From an optimization exercise on the open Yosys and OpenROAD flow, aimed at small area, a short achievable clock period and few clock cycles per item; shortcuts taken in it are not production practice.
In this exercise RTL edits were held to simulation tests only and were not proved equivalent to the original.
Power is estimated from default activity; no workload was simulated.

## flow/run.sh

```bash
#!/bin/bash
# synth_recipe.tcl (not shown) runs the flow's synth.tcl, then flattens the netlist and writes it again
# the make line also repeats each setting of config.mk as NAME=value (left out here)
make -C /OpenROAD-flow-scripts/flow DESIGN_CONFIG=/design/flow/config.mk WORK_HOME=/design/flow/orfs CLKGATE_MAP_FILE= SYNTH_SCRIPT=/design/flow/synth_recipe.tcl finish
```

## flow/config.mk

```make
export PLATFORM = sky130hd
export DESIGN_NAME = pwm_frame_parser
export DESIGN_NICKNAME = pwm_frame_parser
export VERILOG_FILES = /design/flow/design.v
export SDC_FILE = /design/flow/constraint.sdc
export NUM_CORES = 4
export LEC_CHECK = 0
export ABC_CLOCK_PERIOD_IN_PS = 2500
export CAP_MARGIN = 20
export CORE_MARGIN = 2
export CORE_UTILIZATION = 60
export CTS_BUF_LIST = sky130_fd_sc_hd__clkbuf_4 sky130_fd_sc_hd__clkbuf_8
export CTS_CLUSTER_SIZE = 30
export SETUP_SLACK_MARGIN = 3.9
export SLEW_MARGIN = 20
```

## flow/constraint.sdc

```tcl
create_clock -name core_clock -period 7.0 [get_ports {clock}]
set_input_delay 1.4000 -clock core_clock [delete_from_list [all_inputs] [get_ports {clock}]]
set_output_delay 1.4000 -clock core_clock [all_outputs]
set_load 0.01 [all_outputs]
```

## flow/design.v

```verilog
`timescale 1ns / 1ps
package pfp_pkg;
   localparam int CHANNEL_COUNT = 8;
   localparam int FRAME_BYTES   = 21;
   localparam logic [7:0] SOF_A     = 8'hAA;
   localparam logic [7:0] SOF_B     = 8'h55;
   localparam logic [7:0] HEADER_ID = 8'h01;
   localparam logic [7:0] LEN_BYTE  = 8'h10;
   localparam logic [7:0] HDR_SUM   = 8'h10;
   localparam int          DUTY_S     = 18;
   localparam logic [33:0] DUTY_K     = 34'd1717987;
   localparam logic [33:0] DUTY_C_POS = 34'h20001FD9A;
   localparam logic [33:0] DUTY_C_NEG = 34'h20001FF35;
   localparam logic [15:0] DUTY_MAX   = 16'h7FFF;
endpackage
`timescale 1ns / 1ps
module pfp_front (
   input  logic                 clock,
   input  logic                 reset,
   input  logic                 in_v,
   input  logic [7:0]           in_b,
   input  logic                 in_be,
   output logic                 hit,
   output logic                 wr,
   output logic [4:0]           fill,
   output logic [4:0]           fill_n,
   output logic [15:0][7:0]     win
);
   logic [15:0]       tag;
   logic [7:0]        tsum;      
   logic [3:0]        pf;        
   logic              full;
   logic              restart;
   assign full    = fill[4] & fill[2];    
   assign hit     = in_v && full && tag[0] && (tsum == in_b);
   assign restart = hit || in_be;
   assign wr      = in_v && !restart && (fill >= 5'd4);
   always_comb begin
      if (reset || (in_v && restart)) fill_n = '0;
      else if (in_v && !full)         fill_n = fill + 1'b1;
      else                            fill_n = fill;
   end
   always_ff @(posedge clock) fill <= fill_n;
   always_ff @(posedge clock) begin
      if (reset) begin
         tsum <= pfp_pkg::HDR_SUM;
         pf   <= '0;
      end else if (in_v) begin
         if (restart) begin
            tsum <= pfp_pkg::HDR_SUM;
            pf   <= '0;
         end else begin
            if (wr) tsum <= tsum + in_b - (full ? win[0] : 8'd0);
            pf[0] <= (in_b == pfp_pkg::SOF_A);
            pf[1] <= pf[0] && (in_b == pfp_pkg::SOF_B);
            pf[2] <= pf[1] && (in_b == pfp_pkg::HEADER_ID);
            pf[3] <= pf[2] && (in_b == pfp_pkg::LEN_BYTE);
         end
      end
   end
   always_ff @(posedge clock) begin
      if (wr) begin
         win <= {in_b, win[15:1]};
         tag <= {pf[3], tag[15:1]};
      end
   end
endmodule
`timescale 1ns / 1ps
module pfp_queue (
   input  logic                 clock,
   input  logic                 reset,
   input  logic                 hit,
   input  logic                 wr,
   input  logic                 take,
   input  logic [4:0]           fill_n,
   input  logic [15:0][7:0]     win,
   output logic                 pend,
   output logic                 req_ready,
   output logic [15:0]          rd_raw
);
   logic       read;
   logic [2:0] rd_ch;
   logic [3:0] rd_pos;
   logic       pend_r;      
   logic       pend_s;      
   logic [3:0] pos_r;
   logic [3:0] pos_s;
   logic       rr_r;
   logic       rr_s;
   logic       nw;          
   logic       wn;          
   assign read = take && pend;
   assign pend_s = hit || pend;
   assign pos_s  = hit ? 4'd0 : rd_pos - 4'(wr);
   assign pend_r = (rd_ch != 3'd7);
   assign pos_r  = rd_pos + 4'd2 - 4'(wr);
   assign nw     = (fill_n + 5'(req_ready) < 5'd4);
   assign wn     = req_ready && (fill_n >= 5'd4);
   assign rr_s   = !pend_s || nw || (pos_s > 4'(wn));
   assign rr_r   = !pend_r || nw || (pos_r > 4'(wn));
   always_ff @(posedge clock) begin
      if (reset) begin
         pend      <= 1'b0;
         req_ready <= 1'b1;
      end else begin
         pend      <= read ? pend_r : pend_s;
         req_ready <= read ? rr_r : rr_s;
      end
      rd_pos <= read ? pos_r : pos_s;
      if (hit)       rd_ch <= '0;
      else if (read) rd_ch <= rd_ch + 1'b1;
   end
   logic [15:0] sel;
   always_comb begin
      for (int i = 0; i < 16; i++) sel[i] = (rd_pos == 4'(i));
      rd_raw = '0;
      for (int i = 0; i < 15; i++) begin
         rd_raw[15:8] |= {8{sel[i]}} & win[i];
         rd_raw[7:0]  |= {8{sel[i]}} & win[i+1];
      end
   end
endmodule
`timescale 1ns / 1ps
module pfp_back (
   input  logic                 clock,
   input  logic                 reset,
   input  logic                 pend,
   input  logic [15:0]          rd_raw,
   output logic                 take,
   output logic                 rsp_valid,
   input  logic                 rsp_ready,
   output logic [35:0]          rsp_data
);
   logic        adv;
   logic        take_b;
   logic        a_v;
   logic [15:0] a_raw;
   logic        a_neg;
   logic        a_sat;
   logic        b_v;
   logic [15:0] b_raw;
   logic        b_sat;
   logic [21:0] b_x;
   logic [21:0] b_y;
   logic [21:0] b_sum;
   logic        b_c;
   logic        o_v;
   logic [2:0]  o_ch;
   logic        o_last;
   logic [15:0] o_raw;
   logic [15:0] o_duty;
   logic [33:0] mx;
   logic [33:0] my;
   logic [12:0] lo;
   logic        sent;
   assign adv    = !o_v || rsp_ready;
   assign take_b = !b_v || adv;
   assign take   = !a_v || take_b;
   assign sent   = o_v && rsp_ready;
   always_ff @(posedge clock) begin
      if (reset) begin
         a_v    <= 1'b0;
         b_v    <= 1'b0;
         o_v    <= 1'b0;
         o_ch   <= '0;
         o_last <= 1'b0;
      end else begin
         if (take)   a_v <= pend;
         if (take_b) b_v <= a_v;
         if (adv)    o_v <= b_v;
         if (sent) begin
            o_ch   <= o_ch + 1'b1;
            o_last <= (o_ch == 3'd6);
         end
      end
   end
   pfp_mul u_mul (.r(a_raw[13:0]), .neg(a_neg), .x(mx), .y(my));
   assign lo    = {1'b0, mx[11:0]} + {1'b0, my[11:0]};
   assign b_sum = b_x + b_y + 22'(b_c);
   always_ff @(posedge clock) begin
      if (take) begin
         a_raw <= rd_raw;
         a_neg <= (rd_raw < 16'd5000);
         a_sat <= (rd_raw >= 16'd10000);
      end
      if (take_b) begin
         b_raw <= a_raw;
         b_sat <= a_sat;
         b_x   <= mx[33:12];
         b_y   <= my[33:12];
         b_c   <= lo[12];
      end
      if (adv) begin
         o_raw  <= b_raw;
         o_duty <= b_sat ? pfp_pkg::DUTY_MAX : b_sum[21:6];
      end
   end
   assign rsp_valid = o_v;
   assign rsp_data  = {o_ch, o_raw, o_duty, o_last};
endmodule
module pfp_mul (
   input  logic [13:0] r,
   input  logic        neg,
   output logic [33:0] x,
   output logic [33:0] y
);
   logic [13:0] rn;
   logic        pos;
   assign rn  = ~r;
   assign pos = ~neg;
   logic s1;
   logic c2;
   logic s3;
   logic c4;
   logic s5;
   logic c6;
   logic s7;
   logic c8;
   logic s9;
   logic c10;
   logic s11;
   logic c12;
   logic s13;
   logic c14;
   logic s15;
   logic c16;
   logic s17;
   logic c18;
   logic s19;
   logic c20;
   logic s21;
   logic c22;
   logic s23;
   logic c24;
   logic s25;
   logic c26;
   logic s27;
   logic c28;
   logic s29;
   logic c30;
   logic s31;
   logic c32;
   logic s33;
   logic c34;
   logic s35;
   logic c36;
   logic s37;
   logic c38;
   logic s39;
   logic c40;
   logic s41;
   logic c42;
   logic s43;
   logic c44;
   logic s45;
   logic c46;
   logic s47;
   logic c48;
   logic s49;
   logic c50;
   logic s51;
   logic c52;
   logic s53;
   logic c54;
   logic s55;
   logic c56;
   logic s57;
   logic c58;
   logic s59;
   logic c60;
   logic s61;
   logic c62;
   logic s63;
   logic c64;
   logic s65;
   logic c66;
   logic s67;
   logic c68;
   logic s69;
   logic c70;
   logic s71;
   logic c72;
   logic s73;
   logic c74;
   logic s75;
   logic c76;
   logic s77;
   logic c78;
   logic s79;
   logic c80;
   logic s81;
   logic c82;
   logic s83;
   logic c84;
   logic s85;
   logic c86;
   logic s87;
   logic c88;
   logic s89;
   logic c90;
   logic s91;
   logic c92;
   logic s93;
   logic c94;
   logic s95;
   logic c96;
   logic s97;
   logic c98;
   logic s99;
   logic c100;
   logic s101;
   logic c102;
   logic s103;
   logic c104;
   logic s105;
   logic c106;
   logic s107;
   logic c108;
   logic s109;
   logic c110;
   logic s111;
   logic c112;
   logic s113;
   logic c114;
   logic s115;
   logic c116;
   logic s117;
   logic c118;
   logic s119;
   logic c120;
   logic s121;
   logic c122;
   logic s123;
   logic c124;
   logic s125;
   logic c126;
   logic s127;
   logic c128;
   logic s129;
   logic c130;
   logic s131;
   logic c132;
   logic s133;
   logic c134;
   logic s135;
   logic c136;
   logic s137;
   logic c138;
   logic s139;
   logic c140;
   logic s141;
   logic c142;
   logic s143;
   logic c144;
   logic s145;
   logic c146;
   logic s147;
   logic c148;
   logic s149;
   logic c150;
   logic s151;
   logic c152;
   logic s153;
   logic c154;
   logic s155;
   logic c156;
   logic s157;
   logic c158;
   logic s159;
   logic c160;
   logic s161;
   logic c162;
   logic s163;
   logic c164;
   logic s165;
   logic c166;
   logic s167;
   logic c168;
   logic s169;
   logic c170;
   logic s171;
   logic c172;
   logic s173;
   logic c174;
   logic s175;
   logic c176;
   logic s177;
   logic c178;
   logic s179;
   logic c180;
   logic s181;
   logic c182;
   logic s183;
   logic c184;
   logic s185;
   logic c186;
   logic s187;
   logic c188;
   logic s189;
   logic c190;
   logic s191;
   logic c192;
   assign s1 = r[7] ^ rn[1];
   assign c2 = r[7] & rn[1];
   assign s3 = r[8] ^ rn[2] ^ rn[5];
   assign c4 = (r[8] & rn[2]) | (r[8] & rn[5]) | (rn[2] & rn[5]);
   assign s5 = r[9] ^ rn[0] ^ rn[3];
   assign c6 = (r[9] & rn[0]) | (r[9] & rn[3]) | (rn[0] & rn[3]);
   assign s7 = rn[6] ^ rn[11];
   assign c8 = rn[6] & rn[11];
   assign s9 = r[10] ^ rn[1] ^ rn[4];
   assign c10 = (r[10] & rn[1]) | (r[10] & rn[4]) | (rn[1] & rn[4]);
   assign s11 = rn[7] ^ rn[12];
   assign c12 = rn[7] & rn[12];
   assign s13 = r[11] ^ rn[2] ^ rn[5];
   assign c14 = (r[11] & rn[2]) | (r[11] & rn[5]) | (rn[2] & rn[5]);
   assign s15 = rn[8] ^ rn[13];
   assign c16 = rn[8] & rn[13];
   assign s17 = r[0] ^ r[12] ^ rn[3];
   assign c18 = (r[0] & r[12]) | (r[0] & rn[3]) | (r[12] & rn[3]);
   assign s19 = rn[6] ^ rn[9] ^ 1'b1;
   assign c20 = (rn[6] & rn[9]) | (rn[6] & 1'b1) | (rn[9] & 1'b1);
   assign s21 = r[1] ^ r[13] ^ rn[4];
   assign c22 = (r[1] & r[13]) | (r[1] & rn[4]) | (r[13] & rn[4]);
   assign s23 = rn[7] ^ rn[10] ^ 1'b1;
   assign c24 = (rn[7] & rn[10]) | (rn[7] & 1'b1) | (rn[10] & 1'b1);
   assign s25 = r[2] ^ rn[5] ^ rn[8];
   assign c26 = (r[2] & rn[5]) | (r[2] & rn[8]) | (rn[5] & rn[8]);
   assign s27 = rn[11] ^ 1'b1;
   assign c28 = rn[11] & 1'b1;
   assign s29 = r[0] ^ r[3] ^ rn[6];
   assign c30 = (r[0] & r[3]) | (r[0] & rn[6]) | (r[3] & rn[6]);
   assign s31 = rn[9] ^ rn[12];
   assign c32 = rn[9] & rn[12];
   assign s33 = r[1] ^ r[4] ^ rn[7];
   assign c34 = (r[1] & r[4]) | (r[1] & rn[7]) | (r[4] & rn[7]);
   assign s35 = rn[10] ^ rn[13];
   assign c36 = rn[10] & rn[13];
   assign s37 = r[2] ^ r[5] ^ rn[0];
   assign c38 = (r[2] & r[5]) | (r[2] & rn[0]) | (r[5] & rn[0]);
   assign s39 = rn[8] ^ rn[11];
   assign c40 = rn[8] & rn[11];
   assign s41 = r[3] ^ r[6] ^ rn[1];
   assign c42 = (r[3] & r[6]) | (r[3] & rn[1]) | (r[6] & rn[1]);
   assign s43 = rn[9] ^ rn[12];
   assign c44 = rn[9] & rn[12];
   assign s45 = r[0] ^ r[4] ^ r[7];
   assign c46 = (r[0] & r[4]) | (r[0] & r[7]) | (r[4] & r[7]);
   assign s47 = rn[2] ^ rn[10] ^ rn[13];
   assign c48 = (rn[2] & rn[10]) | (rn[2] & rn[13]) | (rn[10] & rn[13]);
   assign s49 = r[1] ^ r[5] ^ r[8];
   assign c50 = (r[1] & r[5]) | (r[1] & r[8]) | (r[5] & r[8]);
   assign s51 = rn[3] ^ rn[11] ^ 1'b1;
   assign c52 = (rn[3] & rn[11]) | (rn[3] & 1'b1) | (rn[11] & 1'b1);
   assign s53 = r[2] ^ r[6] ^ r[9];
   assign c54 = (r[2] & r[6]) | (r[2] & r[9]) | (r[6] & r[9]);
   assign s55 = rn[4] ^ rn[12] ^ 1'b1;
   assign c56 = (rn[4] & rn[12]) | (rn[4] & 1'b1) | (rn[12] & 1'b1);
   assign s57 = r[3] ^ r[7] ^ r[10];
   assign c58 = (r[3] & r[7]) | (r[3] & r[10]) | (r[7] & r[10]);
   assign s59 = rn[5] ^ rn[13] ^ 1'b1;
   assign c60 = (rn[5] & rn[13]) | (rn[5] & 1'b1) | (rn[13] & 1'b1);
   assign s61 = r[4] ^ r[8] ^ r[11];
   assign c62 = (r[4] & r[8]) | (r[4] & r[11]) | (r[8] & r[11]);
   assign s63 = r[5] ^ r[9] ^ r[12];
   assign c64 = (r[5] & r[9]) | (r[5] & r[12]) | (r[9] & r[12]);
   assign s65 = r[6] ^ r[10] ^ r[13];
   assign c66 = (r[6] & r[10]) | (r[6] & r[13]) | (r[10] & r[13]);
   assign s67 = r[7] ^ r[11];
   assign c68 = r[7] & r[11];
   assign s69 = r[8] ^ r[12];
   assign c70 = r[8] & r[12];
   assign s71 = r[9] ^ r[13];
   assign c72 = r[9] & r[13];
   assign s73 = r[3] ^ rn[0];
   assign c74 = r[3] & rn[0];
   assign s75 = r[4] ^ rn[1] ^ rn[6];
   assign c76 = (r[4] & rn[1]) | (r[4] & rn[6]) | (rn[1] & rn[6]);
   assign s77 = r[5] ^ rn[2] ^ rn[7];
   assign c78 = (r[5] & rn[2]) | (r[5] & rn[7]) | (rn[2] & rn[7]);
   assign s79 = r[6] ^ rn[0] ^ rn[3];
   assign c80 = (r[6] & rn[0]) | (r[6] & rn[3]) | (rn[0] & rn[3]);
   assign s81 = s1 ^ rn[4] ^ rn[9];
   assign c82 = (s1 & rn[4]) | (s1 & rn[9]) | (rn[4] & rn[9]);
   assign s83 = s3 ^ rn[10] ^ pos;
   assign c84 = (s3 & rn[10]) | (s3 & pos) | (rn[10] & pos);
   assign s85 = s5 ^ s7 ^ neg;
   assign c86 = (s5 & s7) | (s5 & neg) | (s7 & neg);
   assign s87 = s9 ^ s11 ^ c6;
   assign c88 = (s9 & s11) | (s9 & c6) | (s11 & c6);
   assign s89 = s13 ^ s15 ^ c10;
   assign c90 = (s13 & s15) | (s13 & c10) | (s15 & c10);
   assign s91 = s17 ^ s19 ^ c14;
   assign c92 = (s17 & s19) | (s17 & c14) | (s19 & c14);
   assign s93 = s21 ^ s23 ^ c18;
   assign c94 = (s21 & s23) | (s21 & c18) | (s23 & c18);
   assign s95 = s25 ^ s27 ^ c22;
   assign c96 = (s25 & s27) | (s25 & c22) | (s27 & c22);
   assign s97 = s29 ^ s31 ^ c26;
   assign c98 = (s29 & s31) | (s29 & c26) | (s31 & c26);
   assign s99 = s33 ^ s35 ^ c30;
   assign c100 = (s33 & s35) | (s33 & c30) | (s35 & c30);
   assign s101 = s37 ^ s39 ^ c34;
   assign c102 = (s37 & s39) | (s37 & c34) | (s39 & c34);
   assign s103 = s41 ^ s43 ^ c38;
   assign c104 = (s41 & s43) | (s41 & c38) | (s43 & c38);
   assign s105 = s45 ^ s47 ^ c42;
   assign c106 = (s45 & s47) | (s45 & c42) | (s47 & c42);
   assign s107 = s49 ^ s51 ^ c46;
   assign c108 = (s49 & s51) | (s49 & c46) | (s51 & c46);
   assign s109 = s53 ^ s55 ^ c50;
   assign c110 = (s53 & s55) | (s53 & c50) | (s55 & c50);
   assign s111 = s57 ^ s59 ^ c54;
   assign c112 = (s57 & s59) | (s57 & c54) | (s59 & c54);
   assign s113 = s61 ^ rn[6] ^ c58;
   assign c114 = (s61 & rn[6]) | (s61 & c58) | (rn[6] & c58);
   assign s115 = s63 ^ rn[7] ^ 1'b1;
   assign c116 = (s63 & rn[7]) | (s63 & 1'b1) | (rn[7] & 1'b1);
   assign s117 = s65 ^ rn[8] ^ 1'b1;
   assign c118 = (s65 & rn[8]) | (s65 & 1'b1) | (rn[8] & 1'b1);
   assign s119 = s67 ^ rn[9] ^ 1'b1;
   assign c120 = (s67 & rn[9]) | (s67 & 1'b1) | (rn[9] & 1'b1);
   assign s121 = s69 ^ rn[10] ^ 1'b1;
   assign c122 = (s69 & rn[10]) | (s69 & 1'b1) | (rn[10] & 1'b1);
   assign s123 = s71 ^ rn[11] ^ 1'b1;
   assign c124 = (s71 & rn[11]) | (s71 & 1'b1) | (rn[11] & 1'b1);
   assign s125 = r[10] ^ rn[12] ^ 1'b1;
   assign c126 = (r[10] & rn[12]) | (r[10] & 1'b1) | (rn[12] & 1'b1);
   assign s127 = r[11] ^ rn[13];
   assign c128 = r[11] & rn[13];
   assign s129 = r[0] ^ rn[2];
   assign c130 = r[0] & rn[2];
   assign s131 = r[1] ^ rn[3] ^ pos;
   assign c132 = (r[1] & rn[3]) | (r[1] & pos) | (rn[3] & pos);
   assign s133 = r[2] ^ rn[4] ^ 1'b1;
   assign c134 = (r[2] & rn[4]) | (r[2] & 1'b1) | (rn[4] & 1'b1);
   assign s135 = s73 ^ rn[5] ^ pos;
   assign c136 = (s73 & rn[5]) | (s73 & pos) | (rn[5] & pos);
   assign s137 = s75 ^ neg ^ c74;
   assign c138 = (s75 & neg) | (s75 & c74) | (neg & c74);
   assign s139 = s77 ^ pos ^ c76;
   assign c140 = (s77 & pos) | (s77 & c76) | (pos & c76);
   assign s141 = s79 ^ rn[8] ^ c78;
   assign c142 = (s79 & rn[8]) | (s79 & c78) | (rn[8] & c78);
   assign s143 = s81 ^ pos ^ c80;
   assign c144 = (s81 & pos) | (s81 & c80) | (pos & c80);
   assign s145 = s83 ^ c2 ^ c82;
   assign c146 = (s83 & c2) | (s83 & c82) | (c2 & c82);
   assign s147 = s85 ^ c4 ^ c84;
   assign c148 = (s85 & c4) | (s85 & c84) | (c4 & c84);
   assign s149 = s87 ^ c8 ^ c86;
   assign c150 = (s87 & c8) | (s87 & c86) | (c8 & c86);
   assign s151 = s89 ^ c12 ^ c88;
   assign c152 = (s89 & c12) | (s89 & c88) | (c12 & c88);
   assign s153 = s91 ^ c16 ^ c90;
   assign c154 = (s91 & c16) | (s91 & c90) | (c16 & c90);
   assign s155 = s93 ^ c20 ^ c92;
   assign c156 = (s93 & c20) | (s93 & c92) | (c20 & c92);
   assign s157 = s95 ^ c24 ^ c94;
   assign c158 = (s95 & c24) | (s95 & c94) | (c24 & c94);
   assign s159 = s97 ^ c28 ^ c96;
   assign c160 = (s97 & c28) | (s97 & c96) | (c28 & c96);
   assign s161 = s99 ^ c32 ^ c98;
   assign c162 = (s99 & c32) | (s99 & c98) | (c32 & c98);
   assign s163 = s101 ^ c36 ^ c100;
   assign c164 = (s101 & c36) | (s101 & c100) | (c36 & c100);
   assign s165 = s103 ^ c40 ^ c102;
   assign c166 = (s103 & c40) | (s103 & c102) | (c40 & c102);
   assign s167 = s105 ^ c44 ^ c104;
   assign c168 = (s105 & c44) | (s105 & c104) | (c44 & c104);
   assign s169 = s107 ^ c48 ^ c106;
   assign c170 = (s107 & c48) | (s107 & c106) | (c48 & c106);
   assign s171 = s109 ^ c52 ^ c108;
   assign c172 = (s109 & c52) | (s109 & c108) | (c52 & c108);
   assign s173 = s111 ^ c56 ^ c110;
   assign c174 = (s111 & c56) | (s111 & c110) | (c56 & c110);
   assign s175 = s113 ^ c60 ^ c112;
   assign c176 = (s113 & c60) | (s113 & c112) | (c60 & c112);
   assign s177 = s115 ^ c62 ^ c114;
   assign c178 = (s115 & c62) | (s115 & c114) | (c62 & c114);
   assign s179 = s117 ^ c64 ^ c116;
   assign c180 = (s117 & c64) | (s117 & c116) | (c64 & c116);
   assign s181 = s119 ^ c66 ^ c118;
   assign c182 = (s119 & c66) | (s119 & c118) | (c66 & c118);
   assign s183 = s121 ^ c68 ^ c120;
   assign c184 = (s121 & c68) | (s121 & c120) | (c68 & c120);
   assign s185 = s123 ^ c70 ^ c122;
   assign c186 = (s123 & c70) | (s123 & c122) | (c70 & c122);
   assign s187 = s125 ^ c72 ^ c124;
   assign c188 = (s125 & c72) | (s125 & c124) | (c72 & c124);
   assign s189 = s127 ^ 1'b1 ^ c126;
   assign c190 = (s127 & 1'b1) | (s127 & c126) | (1'b1 & c126);
   assign s191 = r[12] ^ 1'b1 ^ c128;
   assign c192 = (r[12] & 1'b1) | (r[12] & c128) | (1'b1 & c128);
   assign x[0] = rn[0];
   assign y[0] = pos;
   assign x[1] = rn[1];
   assign y[1] = 1'b1;
   assign x[2] = s129;
   assign y[2] = neg;
   assign x[3] = s131;
   assign y[3] = c130;
   assign x[4] = s133;
   assign y[4] = c132;
   assign x[5] = s135;
   assign y[5] = c134;
   assign x[6] = s137;
   assign y[6] = c136;
   assign x[7] = s139;
   assign y[7] = c138;
   assign x[8] = s141;
   assign y[8] = c140;
   assign x[9] = s143;
   assign y[9] = c142;
   assign x[10] = s145;
   assign y[10] = c144;
   assign x[11] = s147;
   assign y[11] = c146;
   assign x[12] = s149;
   assign y[12] = c148;
   assign x[13] = s151;
   assign y[13] = c150;
   assign x[14] = s153;
   assign y[14] = c152;
   assign x[15] = s155;
   assign y[15] = c154;
   assign x[16] = s157;
   assign y[16] = c156;
   assign x[17] = s159;
   assign y[17] = c158;
   assign x[18] = s161;
   assign y[18] = c160;
   assign x[19] = s163;
   assign y[19] = c162;
   assign x[20] = s165;
   assign y[20] = c164;
   assign x[21] = s167;
   assign y[21] = c166;
   assign x[22] = s169;
   assign y[22] = c168;
   assign x[23] = s171;
   assign y[23] = c170;
   assign x[24] = s173;
   assign y[24] = c172;
   assign x[25] = s175;
   assign y[25] = c174;
   assign x[26] = s177;
   assign y[26] = c176;
   assign x[27] = s179;
   assign y[27] = c178;
   assign x[28] = s181;
   assign y[28] = c180;
   assign x[29] = s183;
   assign y[29] = c182;
   assign x[30] = s185;
   assign y[30] = c184;
   assign x[31] = s187;
   assign y[31] = c186;
   assign x[32] = s189;
   assign y[32] = c188;
   assign x[33] = s191;
   assign y[33] = c190;
endmodule
`timescale 1ns / 1ps
module pwm_frame_parser (
   input  logic             clock,
   input  logic             reset,
   input  logic             req_valid,
   output logic             req_ready,
   input  logic [8:0]       req_data,
   output logic             rsp_valid,
   input  logic             rsp_ready,
   output logic [35:0]      rsp_data
);
   logic             in_v;
   logic [7:0]       in_b;
   logic             in_be;
   logic             hit;
   logic             wr;
   logic [4:0]       fill;
   logic [15:0][7:0] win;
   logic             take;
   logic             pend;
   logic             in_v_n;
   logic [4:0]       fill_n;
   logic [15:0]      rd_raw;
   always_ff @(posedge clock) begin
      in_v  <= in_v_n;
      in_b  <= req_data[8:1];
      in_be <= req_data[0];
   end
   assign in_v_n = !reset && req_valid && req_ready;
   pfp_front u_front (
      .clock (clock),
      .reset (reset),
      .in_v  (in_v),
      .in_b  (in_b),
      .in_be (in_be),
      .hit   (hit),
      .wr    (wr),
      .fill  (fill),
      .fill_n (fill_n),
      .win   (win)
   );
   pfp_queue u_queue (
      .clock  (clock),
      .reset  (reset),
      .hit    (hit),
      .wr     (wr),
      .take   (take),
      .win    (win),
      .pend   (pend),
      .fill_n (fill_n),
      .req_ready (req_ready),
      .rd_raw (rd_raw)
   );
   pfp_back u_back (
      .clock     (clock),
      .reset     (reset),
      .pend      (pend),
      .rd_raw    (rd_raw),
      .take      (take),
      .rsp_valid (rsp_valid),
      .rsp_ready (rsp_ready),
      .rsp_data  (rsp_data)
   );
endmodule
```

==> results.txt, run 1 <==
* Design internal power at ~0.0044 W
* Largest net degree at the start of global routing at between 70 and 80
* Area of all placed cells without fillers at ~17000 µm²
* Async S/R FF share, synth at 0
* Number of clock sinks at 299
* TritonCTS clock tree: yes
* Core region area at 25000 µm²
* Required time of the worst setup path at between 7 and 8 ns
* Deepest level of the CTS H-tree at 2
* Average wire per standard cell at about 19 µm
* Status: timing/DRC/antenna clean
* Cell count of the worst reg-to-reg path at 9
* Final WS setup at approximately 4 ns
* Top delay family on crit path: adder cells
* First-pass GRT wire length at about 47 mm
* Wire length after detailed routing at 29.8 mm
* Total global routing overflow at 0
* Die height at ~160 µm
* Worst hold path class: reg -> reg
* Slew @ Worst Pin at 0.786 ns
* Warning count from the yosys run at 4
* Startpoint Class: flop
* Register bit total from synthesis at 299
* Max-capacitance violation count at 0
* Critical path data arrival time at 3.27 ns
* Count of nets left with antenna violations after detail routing at 0
* Relative contribution of sequential cells to total power at 0.381
* Most common cell after layout, fill and taps aside: sky130_fd_sc_hd__edfxtp_1
* Net count of the mapped netlist at roughly 1300
* Maximum fanout count along the critical path at 9
* Placed cell areas at roughly 16000 µm²
* Top achievable clock speed at approximately 340 MHz
* Classification of the worst setup path: reg -> reg
* Ports at approximately 50
* Antenna violations before repair at 0
* Area growth from synthesis to final layout at 12.7%
* Pins Over Slew Limit at 0
* Overall via count from detail_route at ~9000
* Multi-input gate area in the final layout at 5810 µm²
* Period utilisation layout at 0.426
* Drt first pass iters at 6
* Num rows at 58
* Post-route total power at about 0.0067 W
* Netlist cell types at 74
* Synthesized area at between 15000 and 20000 µm²
* Sw Share at 0.350
* Via count of the first global-routing pass at ~9100
* HPWL after DPL at between 15 and 20 mm
* Clock Power Share at 0.210
* Clock period minus final worst setup slack at 2.98 ns
* Library cell used as clock root buffer: sky130_fd_sc_hd__clkbuf_8
* Fin Setup TNS at 0 ns
* # diodes at 0
* Crit-path slowest cell: sky130_fd_sc_hd__edfxtp_1
* Leakage at roughly 6.6 nW
* Quantity of hold-fixing buffers added after cts at 0
* CP Buf/Inv Count at 2
* Final weighted congestion in routability-driven placement at roughly 0.83
* Cell breakdown of the critical path: fa_1, inv_1, fa_1, inv_1, ha_1, a211oi_1, o21ai_0, a31oi_1, o21ai_0
* Nets at ~1400
* Commonest cells after routing, fill and taps aside: sky130_fd_sc_hd__edfxtp_1 (256), sky130_fd_sc_hd__inv_1 (153), sky130_fd_sc_hd__ha_1 (82)
* Type of destination of the critical path: flop
* Maximum cell stage delay along the critical path at about 0.66 ns
* Unrepaired setup endpoints after global routing: false
* Finish-stage setup viols at 0
* Drc violations at 0
* Sequential fraction of the synthesis area at 0.565
* Worst IR Drop VDD at between 0.0002 and 0.00025 V
* Area taken by flip-flops and latches at approximately 8600 µm²
* Filler cell count at approximately 1800
* Vias per cell at approximately 5.7
* Initial DRC count at about 650
* Mapped Avg Cell Area at 13.1 µm²
* Primary flip-flop cell chosen by synthesis mapping: sky130_fd_sc_hd__edfxtp_1
* Worst slack, placed at 2.90 ns
* Fraction of layout cells with a size suffix above 1 at 0.123
* Clock-pin slew of the registers on the worst-case setup and hold paths at 0.06 ns
* Switch Pwr at between 0.002 and 0.0025 W
* Skew-Pair Late Insertion Delay at approximately 0.56 ns
* Inserted Clock Buffers at 48
* Count of cell instances traversed by the critical path at 9
* Post-Route Skew at 0.0230 ns
* FF-to-FF setup slack at about 4 ns
* Total routing resource utilization after global routing at 0.230
* Area enclosed by the die boundary at ~27000 µm²
* Final hold vios at 0
* Total power divided by cell area at about 400 nW/µm²
* Number of cells traversed by the worst hold path at 0
* Portion of total power attributed to combinational logic at 0.409
* Worst slew margin relative to its limit at 0.476
* Syn Inst Count at around 1200
* Die width at 163 µm
* Number of enable-type register cells in the synthesized netlist at 256
* Largest buffer count on any clock path at 3
* Port Buffers at 50
* Initial standard-cell utilization of the core at 0.606
## sequential cells by signal, indices dropped and copies added (netlist names), 3 cells and up
signal / flops
u_front.tsum: 8
u_queue.rd_pos: 4
u_back.b_x: 22
u_back.a_raw: 16
u_back.o_ch: 3
u_back.b_y: 22
u_back.b_raw: 16
u_back.o_raw: 16
u_front.pf: 4
u_front.tag: 16
u_queue.rd_ch: 3
in_b: 8
u_front.win: 128
u_front.fill: 5
u_back.o_duty: 16
## repair_timing
action,CTS,global route
endpoints found under the setup margin,83,84
cloned,0,2
gates resized for setup,6,15
buffers inserted,12,6
pin swaps,0,2
## path summary, 6_finish.rpt
path | endpoint | startpoint
worst min-delay path | u_back.o_raw[14] | u_back.b_raw[14]
worst max-delay path | u_back.b_c | u_back.a_raw[4]
worst min register to register | u_back.o_raw[14] | u_back.b_raw[14]
worst max register to register | u_back.b_c | u_back.a_raw[4]
## routing by layer
metal | share of wire | up-vias | global-route usage
met5 | 0 | - | 0
met4 | 0.023 | 0 | 0.0676
met3 | 0.050 | 50 | 0.0367
met2 | 0.49 | 252 | 0.391
met1 | 0.43 | 4485 | 0.310
li1 | - | 4351 | -
## kinds of logic after synthesis
family,synth area share
flip-flops,0.565
AO/OA/AOI/OAI,0.110
buffers and inverters,0.0570
AND/OR/NAND/NOR,0.0656
adder cells (fa/ha/maj),0.167
XOR/XNOR,0.0218
multiplexers,0.0136
## through the flow
step	std cells	util	hold slack, ns
5_1_grt	1606	0.683	0.423
3_3_place_gp	1498	0.639	0.401
4_1_cts	1598	0.680	0.417
6_report	1606	0.683	0.418
3_5_place_dp	1498	0.639	0.406
2_1_floorplan	1152	-	0.400
## cells in the mapped netlist (5+ instances only)
| cell | count | share of area |
|---|---|---|
| sky130_fd_sc_hd__o22ai_1 | 5 | 0.0021 |
| sky130_fd_sc_hd__nand3_1 | 25 | 0.0083 |
| sky130_fd_sc_hd__a21oi_1 | 59 | 0.020 |
| sky130_fd_sc_hd__edfxtp_1 | 256 | 0.51 |
| sky130_fd_sc_hd__buf_6 | 8 | 0.0060 |
| sky130_fd_sc_hd__a22o_1 | 8 | 0.0046 |
| sky130_fd_sc_hd__a22oi_1 | 33 | 0.016 |
| sky130_fd_sc_hd__a221oi_1 | 11 | 0.0064 |
| sky130_fd_sc_hd__xor2_1 | 9 | 0.0052 |
| sky130_fd_sc_hd__a21o_1 | 10 | 0.0050 |
| sky130_fd_sc_hd__a311oi_1 | 6 | 0.0035 |
| sky130_fd_sc_hd__nand2b_1 | 8 | 0.0033 |
| sky130_fd_sc_hd__fa_1 | 73 | 0.097 |
| sky130_fd_sc_hd__buf_1 | 5 | 0.0012 |
| sky130_fd_sc_hd__a211oi_1 | 5 | 0.0025 |
| sky130_fd_sc_hd__nor2_1 | 49 | 0.012 |
| sky130_fd_sc_hd__dfxtp_1 | 43 | 0.057 |
| sky130_fd_sc_hd__nand4_1 | 12 | 0.0050 |
| sky130_fd_sc_hd__and3_1 | 13 | 0.0054 |
| sky130_fd_sc_hd__nand2_1 | 74 | 0.018 |
| sky130_fd_sc_hd__nor4_1 | 5 | 0.0021 |
| sky130_fd_sc_hd__buf_2 | 15 | 0.0050 |
| sky130_fd_sc_hd__mux2_2 | 5 | 0.0037 |
| sky130_fd_sc_hd__o21ai_0 | 29 | 0.0096 |
| sky130_fd_sc_hd__clkbuf_1 | 13 | 0.0032 |
| sky130_fd_sc_hd__a222oi_1 | 13 | 0.0086 |
| sky130_fd_sc_hd__a31oi_1 | 8 | 0.0033 |
| sky130_fd_sc_hd__inv_1 | 159 | 0.039 |
| sky130_fd_sc_hd__ha_1 | 85 | 0.070 |
| sky130_fd_sc_hd__xnor2_1 | 26 | 0.015 |
| sky130_fd_sc_hd__o31ai_1 | 5 | 0.0025 |
| sky130_fd_sc_hd__mux2i_1 | 6 | 0.0040 |
## power by group through the flow
stage                     sequential (W)  clock, W  combinational, W
after CTS                        0.00257   0.00145           0.00276
final                            0.00256   0.00141           0.00275
after global placement           0.00264         0           0.00255
after global routing             0.00259   0.00153           0.00320
after floorplan                  0.00259         0           0.00198
after detailed placement         0.00265         0           0.00265
## layout make-up
| class | instances | share of cell area |
|---|---|---|
| Sequential cell | 299 | 0.502 |
| Multi-Input combinational cell | 648 | 0.340 |
| Clock buffer | 61 | 0.0448 |
| Timing Repair Buffer | 79 | 0.0432 |
| Inverter | 160 | 0.0356 |
| Tap cell | 330 | 0.0242 |
| Clock inverter | 27 | 0.00895 |
| Timing Repair inverter | 2 | 0.000587 |
Testbench counts, summed over its fixed seeds: cycles 23,733, items 8,120.
==> run 2: changes to the inputs <==
--- a/flow/config.mk
+++ b/flow/config.mk
@@ -5,11 +5,12 @@
 export SDC_FILE = /design/flow/constraint.sdc
 export NUM_CORES = 4
 export LEC_CHECK = 0
+export ABC_AREA = 1
 export ABC_CLOCK_PERIOD_IN_PS = 2500
 export CAP_MARGIN = 20
 export CORE_MARGIN = 2
 export CORE_UTILIZATION = 60
 export CTS_BUF_LIST = sky130_fd_sc_hd__clkbuf_4 sky130_fd_sc_hd__clkbuf_8
 export CTS_CLUSTER_SIZE = 30
-export SETUP_SLACK_MARGIN = 3.9
+export SETUP_SLACK_MARGIN = 4.2
 export SLEW_MARGIN = 20
==> run 2 against run 1 <==
Compared with the run above:
- count of clock-buffer cells in the layout up 9
- critical path depth down 1
- area after synthesis up 6.3%
- setup slack worse by 0.12 ns
- global-route usage up 3.3 points
- worst hold slack worse by 0.00053 ns
- synthesized cell count up 37%
- register-to-register slack worse by 0.12 ns
- power up 1.3%
- via count up 24%
- combinational power up 3%
- wire length up 24%
- critical path type unchanged
- largest cell class unchanged
==> results.txt, run 2 <==
* Initial standard-cell utilization of the core at 0.614 (+0.00754)
* Deepest level of the CTS H-tree at 2 (unchanged)
* # diodes at 0 (unchanged)
* Final hold vios at 0 (unchanged)
* Number of clock sinks at 299 (unchanged)
* Antenna violations before repair at 0 (unchanged)
* Drt first pass iters at 5 (-1)
* Final weighted congestion in routability-driven placement at 0.900 (+8.1%)
* Drc violations at 0 (unchanged)
* Hold path start: u_front.tag[1]
* Adder-Cell Fraction of Synth Area at 0.157 (-0.00986)
* Num rows at 59 (+1.7%)
* Vias per cell at 5.50 (-3.3%)
* Ranking of synthesized cells by area: sky130_fd_sc_hd__edfxtp_1 (48%), sky130_fd_sc_hd__nand2_1 (9.2%), sky130_fd_sc_hd__fa_1 (9.1%)
* Unrepaired setup endpoints after global routing: true
* Classification of the worst setup path: reg -> reg
* Worst hold path class: reg -> reg
* Largest registers in the final layout: u_front.win (128), u_back.b_x (22), u_back.b_y (22)
* Register bit total from synthesis at 299 (unchanged)
* Max-capacitance violation count at 0 (unchanged)
* Most common library cells after synthesis: sky130_fd_sc_hd__nand2_1 (396), sky130_fd_sc_hd__edfxtp_1 (256), sky130_fd_sc_hd__inv_1 (240)
* Worst IR Drop VDD at 0.000195 V (-18%)
* Die height at 168 µm (+3.0%)
* Mapped Avg Cell Area at 10.2 µm² (-22%)
* Ports at 51 (unchanged)
* Largest buffer count on any clock path at 3 (unchanged)
* Top achievable clock speed at 322 MHz (-3.9%)
* Maximum fanout count along the critical path at 4 (-5)
* Primary flip-flop cell chosen by synthesis mapping: sky130_fd_sc_hd__edfxtp_1
* Finish-stage setup viols at 0 (unchanged)
* Clock-pin slew of the registers on the worst-case setup and hold paths at 0.06 ns (about the same)
* Synthesized area at 16100 µm² (+6.3%)
* Number of flip-flops under the largest register name at 128 (unchanged)
* Type of destination of the critical path: flop
* Via count of the first global-routing pass at 11210 (+24%)
* Overall via count from detail_route at 11323 (+24%)
* Xor/xnor cell area share of the yosys netlist at 0.00490 (-0.0169)
* Startpoint of the most critical register-to-register path: u_back.a_raw[6]
* Warning count from the yosys run at 4 (unchanged)
* Clock period minus final worst setup slack at 3.10 ns (+0.122 ns)
* Slew @ Worst Pin at 0.732 ns (-0.0536 ns)
* Dominant cell type by area after synthesis: sky130_fd_sc_hd__edfxtp_1
* Most common cell after layout, fill and taps aside: sky130_fd_sc_hd__nand2_1
* Total global routing overflow at 0 (unchanged)
* Core region area at 26200 µm² (+5.0%)
* Nets at 1857 (+32%)
* Required time of the worst setup path at 7.39 ns (+0.10 ns)
* Crit path launch: u_back.a_raw[6]
* Port Buffers at 50 (unchanged)
* Cell count of the worst reg-to-reg path at 8 (-1)
* Die width at 168 µm (+3.0%)
* Wire length after detailed routing at 36.8 mm (+24%)
* Fraction of layout cells with a size suffix above 1 at 0.119 (-0.00406)
* Async S/R FF share, synth at 0 (unchanged)
* Multiplexer share of the synthesized area at 0.000622 (-0.0130)
* Placed cell areas at 17000 µm² (+6.3%)
* Critical path data arrival time at 3.49 ns (+0.22 ns)
* Inserted Clock Buffers at 48 (unchanged)
* HPWL after DPL at 25.3 mm (+27%)
* Leakage at 7.80 nW (+17%)
* Syn Inst Count at 1576 (+37%)
* Number of cells traversed by the worst hold path at 0 (unchanged)
* Area enclosed by the die boundary at 28100 µm² (+6.1%)
* Pins Over Slew Limit at 0 (unchanged)
* Skew-Pair Late Insertion Delay at 0.57 ns (about the same)
* Library cell used as clock root buffer: sky130_fd_sc_hd__clkbuf_8
* Total routing resource utilization after global routing at 0.263 (+0.0328)
* Register with the most flip-flops: u_front.win
* Area of all placed cells without fillers at 18200 µm² (+6.5%)
* Main combinational cell family by area after synthesis: simple AND/OR/NAND/NOR gates
* Compound-Gate Fraction of Synth Area at 0.0555 (-0.0547)
* Number of enable-type register cells in the synthesized netlist at 256 (unchanged)
* Synth top area share at 0.478 (-0.0300)
* First-pass GRT wire length at 58.0 mm (+22%)
* Largest net degree at the start of global routing at 83 (+6.4%)
* Status: timing/DRC/antenna clean
* Average wire per standard cell at 17.9 µm (-3.6%)
* Total power divided by cell area at 375 nW/µm² (-4.8%)
* TritonCTS clock tree: yes
* Post-Route Skew at 0.0259 ns (+0.00285 ns)
* Commonest cells after routing, fill and taps aside: sky130_fd_sc_hd__nand2_1 (392), sky130_fd_sc_hd__edfxtp_1 (256), sky130_fd_sc_hd__inv_1 (222)
* Area growth from synthesis to final layout at 12.9%
* Netlist cell types at 49 (-34%)
* Initial DRC count at 957 (+48%)
* Fin Setup TNS at 0 ns (unchanged)
* Count of nets left with antenna violations after detail routing at 0 (unchanged)
* Post-synthesis simple-gate area fraction at 0.180 (+0.115)
* Worst slew margin relative to its limit at 0.512 (+0.0357)
* Net count of the mapped netlist at 1747 (+32%)
* Startpoint Class: flop
* Top-count cell post-synth: sky130_fd_sc_hd__nand2_1
* Period utilisation layout at 0.443 (+0.0175)
* Sequential fraction of the synthesis area at 0.531 (-0.0334)
## run 2: changes by cell type in the layout (fill, tap and decap cells not counted), sizes merged, moves of 13 or more
| cell | before | now |
|---|---|---|
| xnor2 | 26 | 4 |
| a21oi | 59 | 77 |
| nand3 | 25 | 72 |
| dlygate4sd2 | 0 | 38 |
| a222oi | 13 | 0 |
| clkdlybuf4s50 | 50 | 11 |
| nand4 | 12 | 28 |
| inv | 158 | 253 |
| nand2 | 74 | 407 |
| a22oi | 34 | 0 |
| nor2 | 49 | 142 |
## run 2: final timing paths
kind | endpoint | slack (ns)
worst max-delay path | u_back.b_c | 3.90
worst max register to register | u_back.b_c | 3.90
worst min-delay path | u_front.tag[0] | 0.42
worst min register to register | u_front.tag[0] | 0.42
## run 2: logic make-up after synthesis
logic type                 count (synthesis)
muxes                                      1
xor gates and xnor gates                   9
adders and majority gates                158
buffers and inverters                    279
AOI/OAI and AO/OA                        155
and+or+nand+nor                          675
DFF                                      299
## run 2: report_power, final
part	switching, W	total, W	internal (W)
Clock	0.000674	0.00147	0.000798
Sequential	0.000136	0.00250	0.00236
Combinational	0.00173	0.00283	0.00111
## run 2: timing repair
item                                    in CTS  in global routing
cloned                                       1                  1
pin swaps                                    6                  6
setup buffers                               18                  9
resized for setup                           55                 12
endpoints found under the setup margin     150                153
hold buffers                                 0                  0
## run 2: worst max-delay path, cell delays in order (launching register included)
cell and delay [ns]:
sky130_fd_sc_hd__edfxtp_1 0.46, sky130_fd_sc_hd__inv_1 0.28, sky130_fd_sc_hd__ha_1 0.32, sky130_fd_sc_hd__fa_1 0.55
sky130_fd_sc_hd__fa_1 0.46, sky130_fd_sc_hd__ha_4 0.30, sky130_fd_sc_hd__nand4_1 0.11, sky130_fd_sc_hd__a2111o_1 0.32
sky130_fd_sc_hd__o211ai_1 0.12
## run 2: metrics by stage
step                hold slack, ns  instances   util  setup WS, ns  power [W]
floorplan                    0.400       1576      -          2.44    0.00445
global placement             0.402       1942  0.647          2.91    0.00517
detailed placement           0.405       1942  0.647          2.81    0.00526
CTS                          0.418       2048  0.688          3.95    0.00680
global route                 0.424       2058  0.693          3.76    0.00737
finish                       0.418       2058  0.693          3.90    0.00680
## run 2: cell type report
class | instances | area, µm²
clock buffers | 70 | 832
clock inverters | 17 | 104
fillers | 2037 | 8040
inverters | 257 | 992
multi-input cells | 1000 | 6550
flip-flops and latches | 299 | 8560
well taps | 335 | 419
repair buffers | 80 | 714
## run 2: routing by layer
metal,part of all wire,vias up,global-route usage
met5,0,-,0
met4,0.039,0,0.0934
met3,0.068,83,0.0437
met2,0.48,437,0.450
met1,0.41,5386,0.343
li1,-,5417,-
==> run 3: changes to the inputs <==
--- a/flow/config.mk
+++ b/flow/config.mk
@@ -5,7 +5,6 @@
 export SDC_FILE = /design/flow/constraint.sdc
 export NUM_CORES = 4
 export LEC_CHECK = 0
-export ABC_AREA = 1
 export ABC_CLOCK_PERIOD_IN_PS = 2500
 export CAP_MARGIN = 20
 export CORE_MARGIN = 2
==> run 3 against run 2 <==
Compared with the run above:
- combinational power up 4%
- via count down 18%
- count of clock-buffer cells in the layout down 7
- final area down 4.3%
- core utilization up 0.34 points
- critical endpoint unchanged
- highest routed layer unchanged
==> results.txt, run 3 <==
* First-pass GRT wire length at 48.9 mm (-16%)
* Antenna violations before repair at 0 (unchanged)
* Worst IR Drop VDD at 0.000284 V (+46%)
* Clock Power Share at 0.210 (-0.006)
* Period utilisation layout at 0.408 (-0.0358)
* Crit-path slowest cell: sky130_fd_sc_hd__fa_1
* Largest registers in the final layout: u_front.win (128), u_back.b_x (22), u_back.b_y (22)
* Ranking of synthesized cells by area: sky130_fd_sc_hd__edfxtp_1 (51%), sky130_fd_sc_hd__fa_1 (9.7%), sky130_fd_sc_hd__ha_1 (7.0%)
* Placed cell areas at 16000 µm² (-5.9%)
* Total global routing overflow at 0 (unchanged)
* Maximum fanout count along the critical path at 2 (-2)
* Ports at 51 (unchanged)
* Warning count from the yosys run at 4 (unchanged)
* Netlist cell types at 74 (+51%)
* Total power divided by cell area at 400 nW/µm² (+6.8%)
* Portion of total power attributed to combinational logic at 0.423 (+0.006)
* Num rows at 58 (-1.7%)
* Skew-Pair Late Insertion Delay at 0.58 ns (about the same)
* Top achievable clock speed at 350 MHz (+8.8%)
* Worst hold path class: reg -> reg
* Number of clock sinks at 299 (unchanged)
* Final weighted congestion in routability-driven placement at 0.858 (-4.7%)
* Primary flip-flop cell chosen by synthesis mapping: sky130_fd_sc_hd__edfxtp_1
* Met3 Wirelength at 1.99 mm (-21%)
* Synthesized area at 15100 µm² (-5.9%)
* Classification of the worst setup path: reg -> reg
* Total routing resource utilization after global routing at 0.239 (-0.0244)
* Number of enable-type register cells in the synthesized netlist at 256 (unchanged)
* Largest net degree at the start of global routing at 92 (+11%)
* Max-capacitance violation count at 0 (unchanged)
* Port Buffers at 50 (unchanged)
* Leakage at 6.81 nW (-13%)
* Async S/R FF share, synth at 0 (unchanged)
* Register bit total from synthesis at 299 (unchanged)
* HPWL after DPL at 20.2 mm (-20%)
* Core region area at 25000 µm² (-4.7%)
* Area enclosed by the die boundary at 26500 µm² (-5.8%)
* Drc violations at 0 (unchanged)
* Slew @ Worst Pin at 0.770 ns (+0.0371 ns)
* Startpoint Class: flop
* Post-route total power at 0.00695 W (+2.2%)
* Worst hold slack after final layout at 0.410 ns (-0.00801 ns)
* Inserted Clock Buffers at 48 (unchanged)
* Dominant cell type by area after synthesis: sky130_fd_sc_hd__edfxtp_1
* Filler cell count at 1838 (-9.8%)
* # diodes at 0 (unchanged)
* Net count of the mapped netlist at 1323 (-24%)
* Number of standard cells in the final layout excluding fillers at 1626 (-21%)
* Number of instances in the placed design at 1496 (-23%)
* Type of destination of the critical path: flop
* Nets at 1429 (-23%)
* Area of all placed cells without fillers at 17400 µm² (-4.3%)
* Initial DRC count at 707 (-26%)
* Area growth from synthesis to final layout at 14.9%
* Vias per cell at 5.73 (+4.2%)
* Drt first pass iters at 8 (+3)
* Fraction of layout cells with a size suffix above 1 at 0.162 (+0.0431)
* Commonest cells after routing, fill and taps aside: sky130_fd_sc_hd__edfxtp_1 (256), sky130_fd_sc_hd__inv_1 (144), sky130_fd_sc_hd__ha_1 (76)
* Top-count cell post-synth: sky130_fd_sc_hd__edfxtp_1
* Required time of the worst setup path at 7.30 ns (-0.09 ns)
* Via count of the first global-routing pass at 9137 (-18%)
* Die height at 163 µm (-2.9%)
* TritonCTS clock tree: yes
* Most common library cells after synthesis: sky130_fd_sc_hd__edfxtp_1 (256), sky130_fd_sc_hd__inv_1 (159), sky130_fd_sc_hd__ha_1 (85)
* Number of flip-flops under the largest register name at 128 (unchanged)
* Overall via count from detail_route at 9321 (-18%)
* Fin Setup TNS at 0 ns (unchanged)
* Relative contribution of sequential cells to total power at 0.367 (about the same)
* Cell breakdown of the critical path: buf_6, fa_1, inv_2, fa_1, inv_2, fa_2, ha_4, nand2_2, o21ai_1
* Initial standard-cell utilization of the core at 0.606 (-0.00754)
* Clock period minus final worst setup slack at 2.85 ns (-0.251 ns)
* Design internal power at 0.00449 W (+5.3%)
* Switch Pwr at 0.00246 W (-3.1%)
* Die width at 163 µm (-2.9%)
* Finish-stage setup viols at 0 (unchanged)
* Metal-1 WL at 13.2 mm (-12%)
* Register with the most flip-flops: u_front.win
* Highest routing layer actually used: met4
* Multi-input gate area in the final layout at 5940 µm² (-9.2%)
* Most common cell after layout, fill and taps aside: sky130_fd_sc_hd__edfxtp_1
* Deepest level of the CTS H-tree at 2 (unchanged)
* Worst slew margin relative to its limit at 0.487 (-0.0248)
* Largest buffer count on any clock path at 3 (unchanged)
* Sequential fraction of the synthesis area at 0.565 (+0.0334)
* Area taken by flip-flops and latches at 8570 µm² (+0.16%)
* Clock-pin slew of the registers on the worst-case setup and hold paths at 0.06 ns (about the same)
* Sw Share at 0.354 (-0.0192)
* Average wire per standard cell at 19.2 µm (+7.1%)
* Syn Inst Count at 1152 (-27%)
* Pins Over Slew Limit at 0 (unchanged)
* Post-Route Skew at 0.0306 ns (+0.00469 ns)
* Status: timing/DRC/antenna clean
* Wire length after detailed routing at 31.2 mm (-15%)
* Library cell used as clock root buffer: sky130_fd_sc_hd__clkbuf_8
* Final hold vios at 0 (unchanged)
* Critical path data arrival time at 3.16 ns (-0.33 ns)
* Count of nets left with antenna violations after detail routing at 0 (unchanged)
* Unrepaired setup endpoints after global routing: true
* Sum of met2 wire segment lengths after detailed routing at 15.1 mm (-15%)
* Synth top area share at 0.508 (+0.0300)
* Maximum cell stage delay along the critical path at 0.54 ns (about the same)
* Mapped Avg Cell Area at 13.1 µm² (+29%)
run 3: final cells by class:
class,instances,share of cell area
Clock buffer,63,0.0455
Multi-Input combinational cell,648,0.342
Timing Repair Buffer,99,0.0514
Clock inverter,25,0.00820
Tap cell,330,0.0237
Timing Repair inverter,2,0.000720
Sequential cell,299,0.493
Inverter,160,0.0355
run 3: final timing paths:
path	startpoint	to	slack, ns	cells past startpoint
setup / recovery	u_back.a_raw[2]	u_back.b_c	4.15	9
hold / removal	u_front.tag[2]	u_front.tag[1]	0.41	0
hold reg to reg	u_front.tag[2]	u_front.tag[1]	0.41	0
setup reg to reg	u_back.a_raw[2]	u_back.b_c	4.15	9
run 3: layer usage:
metal	GRT usage	up-vias
met2	0.392	284
li1	-	4387
met3	0.0451	54
met5	0	-
met1	0.327	4596
met4	0.0724	0
run 3: what timing repair did:
action,CTS,global route
setup buffers,24,15
gates cloned,2,1
pin swaps,15,22
hold buffers,0,0
setup endpoints to repair,205,68
gates resized for setup,67,37
run 3: through the flow:
step                 util  worst slack (ns)
CTS                 0.685              4.14
global placement    0.639              3.40
finish              0.697              4.15
floorplan               -              2.49
global route        0.697              4.03
detailed placement  0.639              3.30
run 3: power groups by stage:
stage	registers, W	logic, W	clock network (W)
after floorplan	0.00260	0.00201	0
after global placement	0.00265	0.00258	0
after detailed placement	0.00265	0.00269	0
after CTS	0.00256	0.00280	0.00150
after global routing	0.00259	0.00339	0.00159
final	0.00255	0.00294	0.00146
run 3: critical path: cells and delay by family (launching register included):
kind                     cells  cell delay (ns)
buffers and inverters        3             0.24
AND/OR/NAND/NOR              1             0.05
adder cells (fa/ha/maj)      4             1.80
flip-flops                   1             0.45
AO/OA/AOI/OAI                1             0.06
run 3: logic make-up (layout without fill, tap and decap cells):
logic type | count (synthesis) | after routing | share of synthesized area
mux | 15 | 15 | 0.0136
xor+xnor | 36 | 36 | 0.0218
buf+inv | 205 | 349 | 0.0570
compound gates | 234 | 234 | 0.110
fa+ha+maj | 158 | 158 | 0.167
flops | 299 | 299 | 0.565
simple gates | 205 | 205 | 0.0656
==> run 4: changes to the inputs <==
--- a/flow/config.mk
+++ b/flow/config.mk
@@ -8,7 +8,7 @@
 export ABC_CLOCK_PERIOD_IN_PS = 2500
 export CAP_MARGIN = 20
 export CORE_MARGIN = 2
-export CORE_UTILIZATION = 60
+export CORE_UTILIZATION = 70
 export CTS_BUF_LIST = sky130_fd_sc_hd__clkbuf_4 sky130_fd_sc_hd__clkbuf_8
 export CTS_CLUSTER_SIZE = 30
 export SETUP_SLACK_MARGIN = 4.2
==> run 4 against run 3 <==
Compared with the run above:
- core utilization is 13 points higher
- still clean on timing, DRC and antenna
- critical endpoint unchanged
- fmax is 2.1% lower
- critical path depth stayed put
- critical path type unchanged
- count of clock-buffer cells in the layout is 6 lower
==> results.txt, run 4 <==
* Worst Hold End: u_front.tag[12]
* Antenna violations before repair at 0 (unchanged)
* Overall via count from detail_route at 9769 (+4.8%)
* Nets at 1437 (+0.56%)
* Post-route total power at 0.00708 W (+1.8%)
* Worst IR Drop VDD at 0.000279 V (-2.1%)
* Commonest cells after routing, fill and taps aside: sky130_fd_sc_hd__edfxtp_1 (256), sky130_fd_sc_hd__inv_1 (145), sky130_fd_sc_hd__ha_1 (76)
* Classification of the worst setup path: reg -> reg
* Startpoint of the most critical register-to-register path: u_back.a_raw[2]
* Area enclosed by the die boundary at 22800 µm² (-14%)
* Net count of the mapped netlist at 1323 (unchanged)
* Final weighted congestion in routability-driven placement at 0.853 (-0.58%)
* Core region area at 21200 µm² (-15%)
* CP Buf/Inv Count at 3 (unchanged)
* Quantity of hold-fixing buffers added after cts at 0 (unchanged)
* Total routing resource utilization after global routing at 0.284 (+0.0448)
* Top delay family on crit path: adder cells
* Wire length after detailed routing at 33.2 mm (+6.4%)
* Top-count cell post-synth: sky130_fd_sc_hd__edfxtp_1
* Die width at 151 µm (-7.2%)
* Via count of the first global-routing pass at 9498 (+4.0%)
* Library cell used as clock root buffer: sky130_fd_sc_hd__clkbuf_8
* Worst hold path class: reg -> reg
* Async S/R FF share, synth at 0 (unchanged)
* Number of flip-flops under the largest register name at 128 (unchanged)
* Number of cells traversed by the worst hold path at 0 (unchanged)
* Finish-stage setup viols at 0 (unchanged)
* Worst slew margin relative to its limit at 0.439 (-0.0477)
* Final hold vios at 0 (unchanged)
* Drc violations at 0 (unchanged)
* Largest registers in the final layout: u_front.win (128), u_back.b_x (22), u_back.b_y (22)
* Max-capacitance violation count at 0 (unchanged)
* Most common cell after layout, fill and taps aside: sky130_fd_sc_hd__edfxtp_1
* Fraction of layout cells with a size suffix above 1 at 0.160 (-0.00216)
* Status: timing/DRC/antenna clean
* Sequential fraction of the synthesis area at 0.565 (unchanged)
* Largest buffer count on any clock path at 3 (unchanged)
* Port Buffers at 50 (unchanged)
* Register with the most flip-flops: u_front.win
* Number of enable-type register cells in the synthesized netlist at 256 (unchanged)
* Primary flip-flop cell chosen by synthesis mapping: sky130_fd_sc_hd__edfxtp_1
* Slew @ Worst Pin at 0.841 ns (+0.0715 ns)
* Synth top area share at 0.508 (unchanged)
* Average wire per standard cell at 21.0 µm (+9.8%)
* Leakage at 6.83 nW (+0.35%)
* Most common library cells after synthesis: sky130_fd_sc_hd__edfxtp_1 (256), sky130_fd_sc_hd__inv_1 (159), sky130_fd_sc_hd__ha_1 (85)
* Total power divided by cell area at 406 nW/µm² (+1.6%)
* Deepest level of the CTS H-tree at 2 (unchanged)
* Pins Over Slew Limit at 0 (unchanged)
* # diodes at 0 (unchanged)
* Warning count from the yosys run at 4 (unchanged)
* First-pass GRT wire length at 49.2 mm (+0.62%)
* Mapped Avg Cell Area at 13.1 µm² (unchanged)
* Drt first pass iters at 6 (-2)
* Maximum cell stage delay along the critical path at 0.55 ns (about the same)
* Count of cell instances traversed by the critical path at 9 (unchanged)
* Initial DRC count at 1053 (+49%)
* Required time of the worst setup path at 7.29 ns (about the same)
* Number of clock sinks at 299 (unchanged)
* Clock-pin slew of the registers on the worst-case setup and hold paths at 0.06 ns (about the same)
* Total global routing overflow at 0 (unchanged)
* Hold path start: u_front.tag[13]
* Ports at 51 (unchanged)
* Top achievable clock speed at 343 MHz (-2.1%)
* Maximum fanout count along the critical path at 2 (unchanged)
* FF-to-FF setup slack at 4.09 ns (-0.06 ns)
* Skew-Pair Late Insertion Delay at 0.56 ns (-0.02 ns)
* Dominant cell type by area after synthesis: sky130_fd_sc_hd__edfxtp_1
* Cell breakdown of the critical path: buf_6, fa_1, inv_2, fa_1, inv_2, fa_2, ha_4, nand2_2, o21ai_2
* Critical path data arrival time at 3.21 ns (+0.05 ns)
* Initial standard-cell utilization of the core at 0.715 (+0.109)
* Num rows at 53 (-8.6%)
* TritonCTS clock tree: yes
* Largest net degree at the start of global routing at 78 (-15%)
* Unrepaired setup endpoints after global routing: true
* Inserted Clock Buffers at 46 (-4.2%)
* Synthesized area at 15100 µm² (unchanged)
* Ranking of synthesized cells by area: sky130_fd_sc_hd__edfxtp_1 (51%), sky130_fd_sc_hd__fa_1 (9.7%), sky130_fd_sc_hd__ha_1 (7.0%)
* Register bit total from synthesis at 299 (unchanged)
* Area growth from synthesis to final layout at 15.1%
* Vias per cell at 6.20 (+8.1%)
* Startpoint Class: flop
* HPWL after DPL at 19.9 mm (-1.3%)
* Cell count of the worst reg-to-reg path at 9 (unchanged)
* Post-Route Skew at 0.0282 ns (-0.00238 ns)
* Period utilisation layout at 0.416 (+0.00856)
* Reg-to-reg endpoint: u_back.b_c
* Filler cell count at 1186 (-35%)
* Syn Inst Count at 1152 (unchanged)
* Crit-path slowest cell: sky130_fd_sc_hd__fa_2
* Clock period minus final worst setup slack at 2.91 ns (+0.0599 ns)
* Fin Setup TNS at 0 ns (unchanged)
* Count of nets left with antenna violations after detail routing at 0 (unchanged)
* Die height at 151 µm (-7.2%)
* Type of destination of the critical path: flop
* Netlist cell types at 74 (unchanged)
## run 4: cell counts after synthesis
Identical to the previous run, type by type.
## run 4: kinds of logic after synthesis
family / after synthesis / synth area share
compound gates: 234 / 0.110
mux: 15 / 0.0136
buf+inv: 205 / 0.0570
xor+xnor: 36 / 0.0218
flops: 299 / 0.565
simple gates: 205 / 0.0656
fa+ha+maj: 158 / 0.167
## run 4: worst max-delay path by stage
stage | from | slack (ns) | end
after global placement | reset | 3.43 | u_queue.req_ready
after CTS | in_v | 4.10 | u_queue.req_ready
final | u_back.a_raw[2] | 4.09 | u_back.b_c
after detailed placement | reset | 3.36 | u_queue.req_ready
after global routing | u_back.a_raw[0] | 4.03 | u_back.b_c
after floorplan | in_b[6] | 2.49 | u_queue.req_ready
## run 4: cell type report
| type | instances | area [µm²] | share of cell area |
|---|---|---|---|
| clock buffer | 57 | 728 | 0.0418 |
| clock inverter | 26 | 163 | 0.00934 |
| inverter | 160 | 619 | 0.0355 |
| multi-input combinational | 648 | 5940 | 0.341 |
| sequential | 299 | 8580 | 0.492 |
| tap | 275 | 344 | 0.0197 |
| timing repair buffer | 109 | 1040 | 0.0598 |
| timing repair inverter | 2 | 12.5 | 0.000718 |
## run 4: report_power, final
part	total [W]	switching (W)	internal, W
sequential	0.00255	0.000144	0.00241
clock	0.00142	0.000660	0.000757
combinational	0.00311	0.00174	0.00137
total	0.00708	0.00254	0.00453
## run 4: routing by layer
metal / track usage / vias to the layer above / wire (µm)
li1: - / 4414 / -
met1: 0.366 / 4807 / 12700
met2: 0.473 / 453 / 16700
met3: 0.0605 / 95 / 2460
met4: 0.117 / 0 / 1330
met5: 0 / - / 0
## run 4: what timing repair did
item,CTS,global route
cloned,3,4
hold endpoints to repair,0,0
pin swaps,5,18
setup buffers,20,25
setup endpoints to repair,56,12
gates resized for setup,64,40
## run 4: per-stage QoR
step | utilization | setup slack, ns | cell area, µm² | hold slack (ns) | instances
after global routing | 0.824 | 4.03 | 17400 | 0.417 | 1576
after CTS | 0.805 | 4.10 | 17000 | 0.412 | 1547
after detailed placement | 0.752 | 3.36 | 15900 | 0.405 | 1441
after global placement | 0.752 | 3.43 | 15900 | 0.401 | 1441
after floorplan | - | 2.49 | 15300 | 0.400 | 1152
final | 0.824 | 4.09 | 17400 | 0.406 | 1576

what the ideal ports hide:
Ports are ideal in the flow. The routed layouts listed here were re-timed in OpenROAD.
Step 1, drivers: a clkbuf_16 drives clock and a buf_2 each remaining input, both assumed.
Step 2 adds t to the input delays and takes it off the output delays; t is the mean of the earliest and latest rising clock arrival at the registers after step 1. Input paths then give back, and output paths get back, about the clock's delay inside the block.
a / b / c = no drivers / after step 1 / after step 2; a / b = the first two.
| run | t (ns) | setup slack, ns | latest minus earliest clock arrival (ns) |
|---|---|---|---|
| run 1 | 0.594 | 4.018 / 4.018 / 3.658 | 0.026 / 0.026 |
| run 2 | 0.601 | 3.896 / 3.896 / 3.469 | 0.025 / 0.026 |
| run 3 | 0.607 | 4.147 / 4.147 / 3.807 | 0.034 / 0.034 |
| run 4 | 0.587 | 4.087 / 4.087 / 3.638 | 0.028 / 0.029 |
After both steps every run listed still meets setup and hold. For run 4, which loses most, drivers alone change the setup slack by 0.000 ns; drivers and shift together by -0.449 ns.
